Source: an optimization exercise on an open RTL-to-GDS flow (aim: small area). Production flows keep margins and buffers that such runs may drop. At most, simulation tests tie the RTL to the original design; equivalence was not proved. Power figures rest on the tool's default switching activity, not on a simulated workload.

==> module ker_mem_loader, before the edit <==
module ker_mem_loader #(
  parameter int KER_NUM        = 3,
  parameter int KER_WIDTH      = 75,
  parameter int KER_ADDR_BITS  = 11,
  parameter int DRAM_DATA_BITS = 512,
  parameter int DRAM_ADDR_BITS = 29
) (
  input  logic                                i_clk,
  input  logic                                i_rst,
  input  logic                                i_start,
  input  logic [$clog2(KER_NUM)-1:0]          i_ker_sel,
  input  logic [KER_ADDR_BITS:0]              i_ker_height,
  input  logic [DRAM_ADDR_BITS-1:0]           i_dram_base,
  output logic                                o_busy,
  output logic                                o_done,
  output logic                                o_err,
  output logic                                o_dram_rd_req,
  output logic [DRAM_ADDR_BITS-1:0]           o_dram_rd_addr,
  output logic [KER_ADDR_BITS:0]              o_dram_rd_len,
  input  logic                                i_dram_rd_gnt,
  input  logic [DRAM_DATA_BITS-1:0]           i_dram_rd_data,
  input  logic                                i_dram_rd_valid,
  output logic                                o_dram_rd_ready,
  output logic [KER_NUM-1:0]                  o_ker_wr_en,
  output logic [KER_ADDR_BITS-1:0]            o_ker_wr_addr,
  output logic [KER_WIDTH-1:0]                o_ker_wr_data,
  output logic [KER_WIDTH-1:0]                o_ker_checksum
);
  localparam int WPB = DRAM_DATA_BITS / KER_WIDTH;    
  localparam int HW  = KER_ADDR_BITS + 1;
  localparam int QW  = $clog2((1 << KER_ADDR_BITS) / WPB + 1);   
  localparam int CW  = $clog2(WPB + 1);
  localparam int SW  = $clog2(KER_NUM);
  localparam int AW  = DRAM_ADDR_BITS;
  logic                 r_req, r_stream, r_fin;
  logic [SW-1:0]        r_sel;
  logic [QW-1:0]        r_q;           
  logic [CW-1:0]        r_rem;         
  logic [CW-1:0]        r_cnt;         
  logic [KER_ADDR_BITS-1:0] r_addr;
  logic [KER_WIDTH-1:0] r_slot [WPB];
  logic                 r_rst_seen;    
  logic [KER_WIDTH-1:0] r_csum;        
  logic                 w_idle, w_wr, w_more, w_part, w_q_zero, w_last, w_ready, w_acc;
  logic                 w_start, w_empty, w_clr;
  logic [QW-1:0]        w_q;
  logic [CW-1:0]        w_rem;
  logic [KER_WIDTH-1:0] w_d [WPB];
  for (genvar k = 0; k < WPB; k++) begin : g_d
    assign w_d[k] = i_dram_rd_data[k*KER_WIDTH +: KER_WIDTH];
  end
  assign w_idle   = !(r_req | r_stream | r_fin);
  assign w_wr     = (r_cnt != '0);
  assign w_more   = (r_cnt > CW'(1));                  
  assign w_part   = (r_rem != '0);
  assign w_q_zero = (r_q == '0);
  assign w_last   = (r_cnt == CW'(1)) && w_q_zero && !w_part;
  assign w_ready  = r_stream && (!w_q_zero || w_part) && !w_more;
  assign w_acc    = w_ready && i_dram_rd_valid;
  assign w_start  = w_idle && i_start;
  assign w_empty  = (int'(i_ker_sel) >= KER_NUM) || (i_ker_height == '0);   
  always_comb begin
    logic          r1, r0, n1, n0, b;
    logic [HW-2:0] q;
    r1 = 1'b0;
    r0 = 1'b0;
    for (int i = HW - 1; i >= 1; i--) begin
      b      = i_ker_height[i];
      q[i-1] = r1 | (r0 & b);                       
      n1     = (r0 & ~b) | (r1 & b);                
      n0     = (~r1 & ~r0 & b) | (r1 & ~b);         
      r1     = n1;
      r0     = n0;
    end
    w_q   = q[QW-1:0];
    w_rem = {r1, r0, i_ker_height[0]};
  end
  assign o_busy          = !w_idle;
  assign o_done          = r_fin;
  assign o_err           = r_fin && (int'(r_sel) >= KER_NUM);
  assign o_dram_rd_req   = r_req;
  assign o_dram_rd_addr  = r_csum[AW-1:0];
  assign o_dram_rd_len   = HW'(r_q) + HW'(w_part);
  assign o_dram_rd_ready = w_ready;
  assign o_ker_wr_en     = w_wr ? (KER_NUM'(1) << r_sel) : '0;
  assign o_ker_wr_addr   = r_addr;
  assign o_ker_wr_data   = r_slot[0];
  always_ff @(posedge i_clk or posedge i_rst) begin
    if (i_rst) begin
      r_req    <= 1'b0;
      r_stream <= 1'b0;
      r_fin    <= 1'b0;
      r_cnt    <= '0;
    end else begin
      r_fin <= 1'b0;
      if (w_start) begin
        if (w_empty) r_fin <= 1'b1;
        else         r_req <= 1'b1;
      end
      if (r_req && i_dram_rd_gnt) begin
        r_req    <= 1'b0;
        r_stream <= 1'b1;
      end
      if (w_last) begin
        r_stream <= 1'b0;
        r_fin    <= 1'b1;
      end
      if (w_acc)     r_cnt <= w_q_zero ? r_rem : CW'(WPB);
      else if (w_wr) r_cnt <= r_cnt - CW'(1);
    end
  end
  always_ff @(posedge i_clk) begin
    if (w_idle) begin
      r_sel  <= i_ker_sel;
      r_q    <= w_q;
      r_rem  <= w_rem;
      r_addr <= '0;
    end else begin
      if (w_acc) begin
        if (w_q_zero) r_rem <= '0;
        else          r_q   <= r_q - QW'(1);
      end
      if (w_wr) r_addr <= r_addr + KER_ADDR_BITS'(1);
    end
  end
  logic w_load;    
  assign w_load = r_stream && !w_more;
  always_ff @(posedge i_clk) begin
    r_slot[5] <= w_d[5];
    r_slot[4] <= ~(({KER_WIDTH{w_load}} | r_slot[5]) & ({KER_WIDTH{w_more}} | w_d[4]));
    r_slot[3] <= w_more ? ~r_slot[4] : w_d[3];
    r_slot[2] <= ~(({KER_WIDTH{w_load}} | r_slot[3]) & ({KER_WIDTH{w_more}} | w_d[2]));
    r_slot[1] <= w_more ? ~r_slot[2] : w_d[1];
    r_slot[0] <= ({KER_WIDTH{w_acc}} & w_d[0]) | ({KER_WIDTH{w_more}} & r_slot[1]);
  end
  always_ff @(posedge i_clk or posedge i_rst) begin
    if (i_rst) r_rst_seen <= 1'b1;
    else       r_rst_seen <= 1'b0;
  end
  assign w_clr = r_rst_seen || w_start || (r_req && i_dram_rd_gnt);
  always_ff @(posedge i_clk or posedge i_rst) begin
    if (i_rst)      r_csum <= '0;
    else if (w_clr) r_csum <= (w_start && !w_empty) ? KER_WIDTH'(i_dram_base) : '0;
    else            r_csum <= r_csum ^ r_slot[0];
  end
  assign o_ker_checksum = r_csum;
endmodule
export LEC_CHECK = 0
export ABC_AREA = 1
export CAP_MARGIN = 20
export CORE_AREA = 5 5 265 265
export CTS_CLUSTER_DIAMETER = 100
export CTS_CLUSTER_SIZE = 30
export DIE_AREA = 0 0 270 270
export SLEW_MARGIN = 20
create_clock -name core_clock -period 6.0 [get_ports {i_clk}]
standard.sh (not shown) runs the stock make flow with config.mk's settings and CLKGATE_MAP_FILE= SYNTH_SCRIPT=/design/flow/synth_recipe.tcl, a recipe that flattens the netlist after the stock synthesis.
==> flow/flow/run.sh <==
#!/bin/bash
# Layout: the standard flow (standard.sh), with two changes:
#  - synthesis maps the logic with an area-oriented ABC script (flow/area.abc) through
#    flow/my_synth.tcl, which otherwise runs synth_recipe.tcl unchanged;
#  - the port buffers are plain buf_1 cells.
# The whole ORFS output goes to standard_flow.log; ORFS's per-step logs are under orfs/logs.
set -euo pipefail
here=$(pwd)
export BUFFER_PORTS_ARGS="-buffer_cell sky130_fd_sc_hd__buf_1"
export MY_ABC_SCRIPT="$here/flow/area.abc"
export FLOW_SYNTH_TCL="$here/synth_recipe.tcl"
sed -E "s#SYNTH_SCRIPT=[^ ]*synth_recipe\.tcl#SYNTH_SCRIPT=$here/flow/my_synth.tcl#" standard.sh > my_standard.sh
grep -q "SYNTH_SCRIPT=$here/flow/my_synth.tcl" my_standard.sh
bash my_standard.sh > standard_flow.log 2>&1
==> flow/flow/area.abc <==
strash
&get -n
&dch
&nf -a
&put
==> flow/flow/my_synth.tcl <==
# The standard synthesis (synth_recipe.tcl, unchanged), with only ABC's combinational
# mapping script replaced by $::env(MY_ABC_SCRIPT). Registers are mapped before ABC runs,
# so they are the standard synthesis's, with the same names and cell types.
proc abc {args} {
  set i [lsearch -exact $args -script]
  if {$i >= 0} {
    lset args [expr {$i + 1}] $::env(MY_ABC_SCRIPT)
  }
  puts "abc (area script) $args"
  yosys abc {*}$args
}
source $::env(FLOW_SYNTH_TCL)
Rerun with:
--- a/flow/design.v
+++ b/flow/design.v
@@ -41,7 +41,5 @@
   logic [KER_WIDTH-1:0] r_slot [WPB];
   logic                 r_rst_seen;    
-  logic [KER_WIDTH-1:0] r_csum;        
   logic                 w_idle, w_wr, w_more, w_part, w_q_zero, w_last, w_ready, w_acc;
-  logic                 w_start, w_empty, w_clr;
   logic [QW-1:0]        w_q;
   logic [CW-1:0]        w_rem;
@@ -58,21 +56,16 @@
   assign w_ready  = r_stream && (!w_q_zero || w_part) && !w_more;
   assign w_acc    = w_ready && i_dram_rd_valid;
-  assign w_start  = w_idle && i_start;
-  assign w_empty  = (int'(i_ker_sel) >= KER_NUM) || (i_ker_height == '0);   
   always_comb begin
-    logic          r1, r0, n1, n0, b;
+    logic [1:0]    r;
+    logic [2:0]    t;
     logic [HW-2:0] q;
-    r1 = 1'b0;
-    r0 = 1'b0;
+    r = '0;
     for (int i = HW - 1; i >= 1; i--) begin
-      b      = i_ker_height[i];
-      q[i-1] = r1 | (r0 & b);                       
-      n1     = (r0 & ~b) | (r1 & b);                
-      n0     = (~r1 & ~r0 & b) | (r1 & ~b);         
-      r1     = n1;
-      r0     = n0;
+      t      = {r, i_ker_height[i]};
+      q[i-1] = (t >= 3'd3);
+      r      = q[i-1] ? 2'(t - 3'd3) : t[1:0];
     end
     w_q   = q[QW-1:0];
-    w_rem = {r1, r0, i_ker_height[0]};
+    w_rem = {r, i_ker_height[0]};
   end
   assign o_busy          = !w_idle;
@@ -80,5 +73,5 @@
   assign o_err           = r_fin && (int'(r_sel) >= KER_NUM);
   assign o_dram_rd_req   = r_req;
-  assign o_dram_rd_addr  = r_csum[AW-1:0];
+  assign o_dram_rd_addr  = r_slot[5][AW-1:0];
   assign o_dram_rd_len   = HW'(r_q) + HW'(w_part);
   assign o_dram_rd_ready = w_ready;
@@ -94,7 +87,7 @@
     end else begin
       r_fin <= 1'b0;
-      if (w_start) begin
-        if (w_empty) r_fin <= 1'b1;
-        else         r_req <= 1'b1;
+      if (w_idle && i_start) begin
+        if (int'(i_ker_sel) >= KER_NUM || i_ker_height == '0) r_fin <= 1'b1;
+        else                                                  r_req <= 1'b1;
       end
       if (r_req && i_dram_rd_gnt) begin
@@ -127,5 +120,7 @@
   assign w_load = r_stream && !w_more;
   always_ff @(posedge i_clk) begin
-    r_slot[5] <= w_d[5];
+    r_slot[5][AW-1:0] <= ({AW{r_req}} & r_slot[5][AW-1:0]) | ({AW{w_idle}} & i_dram_base) |
+                         ({AW{r_stream}} & w_d[5][AW-1:0]);
+    r_slot[5][KER_WIDTH-1:AW] <= w_d[5][KER_WIDTH-1:AW];
     r_slot[4] <= ~(({KER_WIDTH{w_load}} | r_slot[5]) & ({KER_WIDTH{w_more}} | w_d[4]));
     r_slot[3] <= w_more ? ~r_slot[4] : w_d[3];
@@ -134,13 +129,13 @@
     r_slot[0] <= ({KER_WIDTH{w_acc}} & w_d[0]) | ({KER_WIDTH{w_more}} & r_slot[1]);
   end
+  logic [KER_WIDTH-1:0] r_csum;
   always_ff @(posedge i_clk or posedge i_rst) begin
     if (i_rst) r_rst_seen <= 1'b1;
     else       r_rst_seen <= 1'b0;
   end
-  assign w_clr = r_rst_seen || w_start || (r_req && i_dram_rd_gnt);
   always_ff @(posedge i_clk or posedge i_rst) begin
-    if (i_rst)      r_csum <= '0;
-    else if (w_clr) r_csum <= (w_start && !w_empty) ? KER_WIDTH'(i_dram_base) : '0;
-    else            r_csum <= r_csum ^ r_slot[0];
+    if (i_rst)                                  r_csum <= '0;
+    else if ((w_idle && i_start) || r_rst_seen) r_csum <= '0;
+    else                                        r_csum <= r_csum ^ r_slot[0];
   end
   assign o_ker_checksum = r_csum;
Result:
- This time the run produced a layout that fails on negative setup slack
- fmax came out lower by 28%
- count of clock-buffer cells in the layout does not change
- non-clock buffer count came out higher by 40
- routed wire length is about the same
- worst setup slack is worse by 1.8 ns
- combinational power goes up by about 2%
- die area is unchanged
- power rose by 1.3%
- clock skew is higher by 0.022 ns
- global-route usage stays flat
- utilization came out higher by 1.0 points
Function not checked in the second run of this note: the RTL went through the layout flow alone.

what the ideal ports hide:
In the flow no input, the clock included, has a driving cell. The finished layouts below were timed again as built, in two steps. Step 1, drivers: a clkbuf_16 drives i_clk and a buf_2 each remaining input, both assumed. Step 2 times the ports against the registers' clock, not the clock port: input delays grow and output delays shrink by t, the midpoint of the rising clock arrivals with the driver on. a / b / c = no drivers / after step 1 / after step 2; a / b = the first two.
| run | shift t [ns] | slack for setup (ns) | worst data-port slew with drivers (ns) |
|---|---|---|---|
| the first run | 0.641 | 1.350 / 1.371 / 0.730 | 0.12 |
| the second run | 0.629 | -0.414 / -0.398 / -1.027 | 0.24 |
For the first run, which loses most, drivers alone change the setup slack by +0.021 ns; drivers and shift together by -0.620 ns.
